Source: an optimization exercise on an open RTL-to-GDS flow (aim: small area and a short achievable clock period). Production flows keep margins and buffers that such runs may drop. Only simulation tests tie the RTL to the original design; equivalence was not proved. Power figures rest on the tool's default switching activity, not on a simulated workload.

==> inputs of amber <==
Design emac_tx_top, start of the top module:
module emac_tx_top (
  input  logic                       tx_clk_i,
  input  logic                       reset_i,
  input  logic                       wr_en_i,
  input  logic                       rd_en_i,
  input  logic [emac_pkg::ADR_W-1:0] adr_i,
  input  emac_pkg::word_t            wr_data_i,
  output emac_pkg::word_t            rd_data_o,
  output logic                       tx_en_o,
  output emac_pkg::byte_t            tx_d_o
);
clock: 5.4 ns
lec_check: 0
abc_clock_period_in_ps: 2400
cap_margin: 20
core_margin: 2
core_utilization: 40
setup_slack_margin: 2.9
slew_margin: 20
run.sh (not shown) runs the stock make flow with config.mk's settings and CLKGATE_MAP_FILE= SYNTH_SCRIPT=/design/flow/synth_recipe.tcl, a recipe that flattens the netlist after the stock synthesis.
==> inputs of maple, as changes to amber <==
- SETUP_SLACK_MARGIN: 2.9 -> unset
==> flow_metrics.env <==
export IMPL_outcome="no timing/DRC/antenna violations"
export IMPL_r2r_setup_slack_ns=1.36
export IMPL_multi_input_area_share_pct=18.4
export IMPL_max_freq_ghz=0.248
export IMPL_antennaDiodeCount=1
export IMPL_period_minus_slack_ns=4.04
export IMPL_path_buf_inv=0
export IMPL_cp_num_cells=9
export IMPL_cp_max_fo=9
(the above is from maple)
==> flow_metrics.env <==
export IMPL_outcome="no timing/DRC/antenna violations"
export IMPL_period_minus_slack_ns=2.84
export IMPL_r2r_setup_slack_ns=2.56
export IMPL_finClkSkew_ns=0.0278
export IMPL_max_freq_ghz=0.352
export IMPL_cp_start_kind="register"
export IMPL_path_buf_inv=4
export IMPL_multi_input_area_share_pct=18.9
export IMPL_cp_num_cells=10
export IMPL_cp_max_fo=8
export IMPL_regMostFlops="i_buf.ring"
(the above is from amber)

========
==> inputs of job 1557 <==
emac_tx_top, a different RTL version from the one above (not shown whole).
export LEC_CHECK = 0
export ABC_CLOCK_PERIOD_IN_PS = 2400
export CAP_MARGIN = 20
export CORE_MARGIN = 2
export CORE_UTILIZATION = 40
export SETUP_SLACK_MARGIN = 3.3
export SLEW_MARGIN = 20
create_clock -name core_clock -period 5.4 [get_ports {tx_clk_i}]
standard.sh (not shown) runs the stock make flow with config.mk's settings and CLKGATE_MAP_FILE= SYNTH_SCRIPT=/design/flow/synth_recipe.tcl, a recipe that flattens the netlist after the stock synthesis.
==> flow/flow/run.sh <==
#!/bin/bash
# Standard layout, with the port buffers made from buf_4 cells instead of
# the default pick, and larger clock sink clusters.
set -o pipefail
export BUFFER_PORTS_ARGS="-buffer_cell sky130_fd_sc_hd__buf_4"
export CTS_ARGS="-sink_clustering_enable -repair_clock_nets -sink_clustering_size 24 -sink_clustering_max_diameter 150"
bash standard.sh > standard.log 2>&1
==> job 2380: changes against job 1557 <==
CORE_UTILIZATION = 50   (was 40)
==> job 2595: changes against job 1557 <==
--- a/flow/design.v
+++ b/flow/design.v
@@ -416,36 +416,37 @@
       cnt_q    <= '0;
       tx_en_o  <= 1'b0;
       tx_d_o   <= '0;
       crc_en_o <= 1'b0;
       r_hdr    <= 1'b0;
       r_pay    <= 1'b0;
       r_fcs0   <= 1'b0;
       r_fcs    <= 1'b0;
+      r_hsel   <= '0;
+      r_pidx   <= '0;
+      r_fidx   <= '0;
       load_o   <= 1'b0;
     end else begin
       state_q  <= state_d;
       cnt_q    <= cnt_d;
       tx_en_o  <= tx_en_d;
       tx_d_o   <= tx_d_d;
       crc_en_o <= crc_en_d;
       r_hdr    <= n_hdr;
       r_pay    <= n_pay;
       r_fcs0   <= n_fcs0;
       r_fcs    <= n_fcs;
+      r_hsel   <= n_hsel;
+      r_pidx   <= n_pidx;
+      r_fidx   <= n_fidx;
       load_o   <= load_d_o;
     end
   end
   always_ff @(posedge tx_clk_i) begin
-    r_hsel <= n_hsel;
-    r_pidx <= n_pidx;
-    r_fidx <= n_fidx;
-  end
-  always_ff @(posedge tx_clk_i) begin
     crc_data_o <= tx_d_d;
   end
 endmodule
 `timescale 1ns/1ps
 module emac_tx_top (
   input  logic                       tx_clk_i,
   input  logic                       reset_i,
   input  logic                       wr_en_i,
==> flow/flow/run.sh (replaced) <==
#!/bin/bash
# Standard layout, with the port buffers made from buf_4 cells instead of
# the default pick, so the fixed input and output delays are not lengthened.
set -o pipefail
cp standard.sh standard.sh.log.txt 2>/dev/null
export BUFFER_PORTS_ARGS="-buffer_cell sky130_fd_sc_hd__buf_4"
bash standard.sh > standard.log 2>&1
SETUP_SLACK_MARGIN = 2.9   (was 3.3)
==> job 5163: changes against job 1557 <==
--- a/flow/design.v
+++ b/flow/design.v
@@ -111,34 +111,40 @@
   input  logic            tx_clk_i,
   input  logic            reset_i,
   input  logic            push_i,
   input  emac_pkg::word_t data_i,
   input  logic            fetch_d_i,    
   input  logic            load_i,       
   input  logic            load_d_i,     
   input  logic            sync_i,       
+  input  logic            dmode_i,      
+  input  emac_pkg::word_t wd1_i,        
+  output emac_pkg::word_t wd0_o,
   output emac_pkg::word_t cur_o
 );
   localparam int DEPTH = emac_pkg::BUF_DEPTH;
   localparam int W     = emac_pkg::DATA_W;
   logic [DEPTH*W-1:0] ring;
   logic [DEPTH*W-1:0] ring_d;
-  emac_pkg::word_t    wd0, wd1, wd2, wd3;
+  emac_pkg::word_t    wd0, wd1;
+  assign wd1   = wd1_i;
+  assign wd0_o = wd0;
   emac_pkg::word_t    wsel;
   logic [3:0]         v;
   logic [3:0]         v_d;
   logic               pend_d;
   logic [5:0]         z, z_d;
   logic [5:0]         y, y_d;
   logic               wen_q;        
   logic [15:0]        ins_q;        
   logic [3:0]         src_q;        
   logic [3:0]         src_d;
-  logic               cap;          
+  logic               cap_q;        
+  logic               cap_d;
   logic               win_q, win_d;
   logic [15:0]        tsel_q;       
   logic               nv, nv_d;
   emac_pkg::word_t    nxt;
   emac_pkg::word_t    tap;
   always_comb begin
     v_d = {v[2:0], push_i};
     if (v[3]) begin
@@ -154,79 +160,80 @@
     if (v_d[3])      src_d = 4'b1000;
     else if (v_d[2]) src_d = 4'b0100;
     else if (v_d[1]) src_d = 4'b0010;
     else             src_d = 4'b0001;
     pend_d = (|v_d[3:1]) || push_i;
   end
   always_comb begin
     wsel = ({W{src_q[0]}} & wd0) | ({W{src_q[1]}} & wd1) |
-           ({W{src_q[2]}} & wd2) | ({W{src_q[3]}} & wd3);
+           ({W{src_q[2]}} & nxt) | ({W{src_q[3]}} & cur_o);
     for (int p = 0; p < DEPTH; p++) begin
       if (p % 4 == 0 && ins_q[p / 4]) begin
         ring_d[p*W +: W] = wsel;
       end else begin
         ring_d[p*W +: W] = ring[((p + 1) % DEPTH)*W +: W];
       end
     end
   end
   always_ff @(posedge tx_clk_i) begin
     ring <= ring_d;
     wd0  <= data_i;
-    wd1  <= wd0;
-    wd2  <= wd1;
-    wd3  <= wd2;
   end
   always_comb begin
-    tap = '0;
+    tap = {W{dmode_i}} & wd1;
     for (int k = 0; k < DEPTH / 4; k++) begin
       tap = tap | ({W{tsel_q[k]}} & ring[(4*k)*W +: W]);
     end
   end
-  assign cap   = win_q && (y[1:0] == 2'd0);
-  assign y_d   = sync_i ? z_d : (cap ? y : y - 6'd1);
-  assign nv_d  = !sync_i && (cap || (nv && !load_i));
+  assign y_d   = sync_i ? z_d : (cap_q ? y : y - 6'd1);
+  assign nv_d  = !sync_i && (cap_q || (nv && !load_i));
   assign win_d = fetch_d_i && (!nv_d || load_d_i);
+  assign cap_d = win_d && (y_d[1:0] == 2'd0);
   always_ff @(posedge tx_clk_i or negedge reset_i) begin
     if (!reset_i) begin
       v     <= '0;
       z     <= '0;
       y     <= '0;
       nv    <= 1'b0;
       wen_q <= 1'b0;
       ins_q <= '0;
       win_q <= 1'b0;
+      cap_q <= 1'b0;
     end else begin
       v     <= v_d;
       z     <= z_d;
       y     <= y_d;
       nv    <= nv_d;
       win_q <= win_d;
+      cap_q <= cap_d;
       wen_q <= pend_d && (wen_q ? (z[1:0] == 2'd1) : (z[1:0] == 2'd2));
       for (int k = 0; k < DEPTH / 4; k++) begin
         ins_q[k] <= pend_d && (wen_q ? (z == {k[3:0], 2'd1}) : (z == {k[3:0], 2'd2}));
       end
     end
   end
   always_ff @(posedge tx_clk_i) begin
     src_q <= src_d;
     for (int k = 0; k < DEPTH / 4; k++) begin
-      tsel_q[k] <= (y_d[5:2] == k);
+      tsel_q[k] <= cap_d && (y_d[5:2] == k);
     end
-    if (cap)    nxt   <= tap;
-    if (load_i) cur_o <= nxt;
+    if (cap_q || dmode_i)  nxt   <= tap;
+    if (load_i || dmode_i) cur_o <= nxt;
   end
 endmodule
 `timescale 1ns/1ps
 module emac_crc32 (
   input  logic            tx_clk_i,
   input  logic            reset_i,
   input  logic            clear_i,
   input  logic            en_i,
   input  emac_pkg::byte_t data_i,
+  input  logic            dmode_i,      
+  input  emac_pkg::word_t dly_i,
   output emac_pkg::word_t crc_o,
   output emac_pkg::word_t crc_next_o
 );
   function automatic emac_pkg::word_t crc_step(emac_pkg::word_t crc, emac_pkg::byte_t d);
     emac_pkg::word_t c;
     c = crc;
     for (int i = 0; i < 8; i++) begin
       if (c[0] ^ d[i]) begin
@@ -238,16 +245,18 @@
     crc_step = c;
   endfunction
   assign crc_next_o = crc_step(crc_o, data_i);
   always_ff @(posedge tx_clk_i) begin
     if (clear_i) begin
       crc_o <= emac_pkg::CRC_INIT;
     end else if (en_i) begin
       crc_o <= crc_next_o;
+    end else if (dmode_i) begin
+      crc_o <= dly_i;
     end
   end
 endmodule
 `timescale 1ns/1ps
 module emac_tx_framer (
   input  logic                           tx_clk_i,
   input  logic                           reset_i,
   input  logic                           start_i,
@@ -256,16 +265,17 @@
   input  emac_pkg::ether_type_t          ether_type_i,
   input  emac_pkg::word_t                cur_i,
   input  logic [emac_pkg::BUF_CNT_W-1:0] buf_count_i,
   output logic                           buf_pop_o,
   output logic                           fetch_d_o,
   output logic                           load_o,
   output logic                           load_d_o,
   output logic                           sync_o,
+  output logic                           dmode_o,
   output emac_pkg::byte_t                crc_data_o,
   input  emac_pkg::word_t                crc_i,
   input  emac_pkg::word_t                crc_next_i,
   output logic                           crc_clear_o,
   output logic                           crc_en_o,
   output logic                           busy_o,
   output logic                           tx_en_o,
   output emac_pkg::byte_t                tx_d_o
@@ -398,19 +408,20 @@
   assign sfd_byte = st_pre && (cnt_q == emac_pkg::PREAMBLE_LEN - 1);
   assign tx_d_d = ({8{pre_byte}} & emac_pkg::PREAMBLE_BYTE) |
                   ({8{sfd_byte}} & emac_pkg::SFD_BYTE) |
                   ({8{r_hdr}}    & hdr_byte) |
                   ({8{r_pay}}    & pay_byte) |
                   ({8{r_fcs0}}   & ~crc_next_i[7:0]) |
                   ({8{r_fcs}}    & fcs_byte);
   assign busy_o      = !st_idle || start_i;
-  assign crc_clear_o = st_idle && start_i;
+  assign crc_clear_o = st_pre && (cnt_q == emac_pkg::PREAMBLE_LEN - 1);
   assign buf_pop_o   = st_pay && load_o;
   assign sync_o      = st_fcs;
+  assign dmode_o     = st_idle || st_pre;
   assign fetch_d_o   = (st_pre && (cnt_q == emac_pkg::PREAMBLE_LEN - 1)) ||
                        st_sfd || st_hdr || st_pay;
   assign load_d_o    = (st_hdr && (cnt_q == 4'd11)) ||
                        (st_pay && (cnt_q[1:0] == 2'd1));
   always_ff @(posedge tx_clk_i or negedge reset_i) begin
     if (!reset_i) begin
       state_q  <= ST_IDLE;
       cnt_q    <= '0;
@@ -460,17 +471,19 @@
   logic                           start;
   logic                           buf_push;
   logic                           buf_pop;
   logic [emac_pkg::BUF_CNT_W-1:0] buf_count;
   logic                           fetch_d;
   logic                           load;
   logic                           load_d;
   logic                           sync;
+  logic                           dmode;
   emac_pkg::byte_t                crc_data;
+  emac_pkg::word_t                wd0;
   emac_pkg::word_t                cur;
   emac_pkg::mac_addr_t            my_mac;
   emac_pkg::mac_addr_t            dst_mac;
   emac_pkg::ether_type_t          ether_type;
   logic                           crc_clear;
   logic                           crc_en;
   emac_pkg::word_t                crc;
   emac_pkg::word_t                crc_next;
@@ -495,24 +508,29 @@
     .tx_clk_i (tx_clk_i),
     .reset_i  (reset_i),
     .push_i   (buf_push),
     .data_i   (wr_data_i),
     .fetch_d_i (fetch_d),
     .load_i    (load),
     .load_d_i  (load_d),
     .sync_i    (sync),
+    .dmode_i   (dmode),
+    .wd1_i     (crc),
+    .wd0_o     (wd0),
     .cur_o    (cur)
   );
   emac_crc32 i_crc (
     .tx_clk_i   (tx_clk_i),
     .reset_i    (reset_i),
     .clear_i    (crc_clear),
     .en_i       (crc_en),
     .data_i     (crc_data),
+    .dmode_i    (dmode),
+    .dly_i      (wd0),
     .crc_o      (crc),
     .crc_next_o (crc_next)
   );
   emac_tx_framer i_framer (
     .tx_clk_i     (tx_clk_i),
     .reset_i      (reset_i),
     .start_i      (start),
     .my_mac_i     (my_mac),
@@ -520,16 +538,17 @@
     .ether_type_i (ether_type),
     .cur_i        (cur),
     .buf_count_i  (buf_count),
     .buf_pop_o    (buf_pop),
     .fetch_d_o    (fetch_d),
     .load_o       (load),
     .load_d_o     (load_d),
     .sync_o       (sync),
+    .dmode_o      (dmode),
     .crc_data_o   (crc_data),
     .crc_i        (crc),
     .crc_next_i   (crc_next),
     .crc_clear_o  (crc_clear),
     .crc_en_o     (crc_en),
     .busy_o       (busy),
     .tx_en_o      (tx_en_o),
     .tx_d_o       (tx_d_o)
==> flow/flow/run.sh (replaced) <==
#!/bin/bash
# Standard layout, with the port buffers made from buf_4 cells instead of
# the default pick, and larger clock sink clusters.
set -o pipefail
export BUFFER_PORTS_ARGS="-buffer_cell sky130_fd_sc_hd__buf_4"
export CTS_ARGS="-sink_clustering_enable -repair_clock_nets -sink_clustering_size 24 -sink_clustering_max_diameter 150 -balance_levels"
bash standard.sh > standard.log 2>&1
==> flow_metrics.py <==
metrics = {
    "final_layout": {
        "fin_nets": 5093,
        "nNonClkBuffers": 216,
        "finalInstanceArea_sq_um": 74200,
    },
    "die": {
        "fp-row-count": 134,
    },
    "power": {
        "comb-power_mw": 0.529,
    },
    "placement": {
        "dp.cells": 6627,
    },
    "synth": {
        "synth_compound_area_share_pct": 10.1,
        "yosys-top-cells-count": "dfxtp_1, nor2_1, a21oi_1",
        "synthMuxAreaShare_pct": 3.92,
        "synthTopCellsByArea": "dfxtp_1, dfrtp_1, a21oi_1",
    },
    "route": {
        "vias_per_cell": 5.36,
    },
    "run_status": {
        "status": "no timing/DRC/antenna violations",
    },
    "clock_network": {
        "cts_htree_levels": 3,
    },
    "grt": {
        "grt_usage_pct": 23.4,
    },
}
# the run above: job 2380

==> flow_metrics.py <==
metrics = {
    "run_status": {
        "status": "no timing/DRC/antenna violations",
    },
    "synth": {
        "synth_compound_area_share_pct": 10.2,
        "synthMuxAreaShare_pct": 3.82,
        "synthTopCellsByArea": "dfxtp_1, dfrtp_1, a21oi_1",
        "synth_top_family_by_area": "compound AO/OA/AOI/OAI gates",
    },
    "worst_hold_path": {
        "min_path_cells": 0,
    },
    "final_layout": {
        "dominant_cells": "registers",
        "nNonClkBuffers": 173,
        "finalInstanceArea_sq_um": 78300,
    },
    "worst_setup_path": {
        "cp.required_ns": 4.32,
        "worstReg2RegStart": "i_framer.r_pidx[0]$_DFF_PN0_",
    },
    "timing": {
        "finClkSkew_ns": 0.0465,
    },
    "grt": {
        "grt-busiest-layer": "met2",
        "grt_usage_pct": 19.2,
    },
    "power": {
        "comb-power_mw": 0.434,
    },
    "die": {
        "fp-row-count": 150,
    },
    "clock_network": {
        "cts_htree_levels": 4,
    },
    "placement": {
        "placed_cell_area_sq_um": 70500,
    },
}
# the run above: job 2595

==> flow_metrics.py <==
metrics = {
    "die": {
        "fp-row-count": 148,
    },
    "final_layout": {
        "finalInstanceArea_sq_um": 73800,
        "fin_nets": 5148,
    },
    "grt": {
        "grt_usage_pct": 19.9,
    },
    "run_status": {
        "status": "no timing/DRC/antenna violations",
    },
    "synth": {
        "yosys-top-cells-count": "dfxtp_1, nor2_1, a21oi_1",
        "synthMuxAreaShare_pct": 4.45,
        "synth_compound_area_share_pct": 10.3,
        "synthTopCellsByArea": "dfxtp_1, dfrtp_1, a21oi_1",
    },
    "clock_network": {
        "cts_num_sinks": 2421,
        "cts_htree_levels": 3,
    },
    "route": {
        "vias_per_cell": 5.11,
    },
    "placement": {
        "dp.cells": 7048,
    },
    "worst_setup_path": {
        "r2r_cells": 5,
    },
    "power": {
        "comb-power_mw": 0.649,
    },
}
# the run above: job 5163

==> flow_metrics.py <==
metrics = {
    "timing": {
        "worst_pin_slew_ns": 1.18,
    },
    "grt": {
        "grt_usage_pct": 19.0,
    },
    "run_status": {
        "status": "no timing/DRC/antenna violations",
    },
    "worst_hold_path": {
        "hold_start": "i_buf.ring[115]$_DFF_P_",
    },
    "final_layout": {
        "fin_nets": 5091,
        "nNonClkBuffers": 215,
        "finalInstanceArea_sq_um": 74500,
    },
    "placement": {
        "dp.cells": 7065,
    },
    "synth": {
        "synthTopCellsByArea": "dfxtp_1, dfrtp_1, a21oi_1",
        "yosys-top-cells-count": "dfxtp_1, nor2_1, a21oi_1",
        "synth_compound_area_share_pct": 10.1,
        "synthesis.area_sq_um": 67100,
        "synthMuxAreaShare_pct": 3.92,
    },
    "power": {
        "powerDensity_nw_per_um2": 387,
        "comb-power_mw": 0.495,
    },
    "clock_network": {
        "ctsResizeCount": 92,
        "cts_htree_levels": 3,
    },
    "die": {
        "fp-row-count": 150,
    },
    "route": {
        "vias_per_cell": 5.07,
    },
}
# the run above: job 1557

## separate check: timing with driven ports
In the flow no input, the clock included, has a driving cell. The finished layouts below were timed again as built, in two steps.
Step 1 assumes that a clkbuf_16 drives the clock port and a buf_2 every other input.
Step 2 times the ports against the registers' clock, not the clock port: input delays grow and output delays shrink by t, the midpoint of the rising clock arrivals with the driver on.
Slacks: ideal / step 1 / step 2; pairs: ideal / step 1.
run	t, ns	slack for setup (ns)	worst data-port slew with drivers (ns)
amber	0.897	2.562 / 2.562 / 2.034	0.05
maple	0.880	1.362 / 1.362 / 0.757	0.07
job 1557	0.837	2.956 / 2.879 / 2.578	0.07
job 2380	0.829	2.959 / 2.888 / 2.533	0.06
job 2595	0.871	2.879 / 2.806 / 2.076	0.05
job 5163	0.821	2.921 / 2.844 / 2.536	0.07
After both steps every run listed still meets setup and hold. The setup slack of job 2595, which loses most, moves by -0.073 ns with the drivers and by -0.803 ns with both steps.
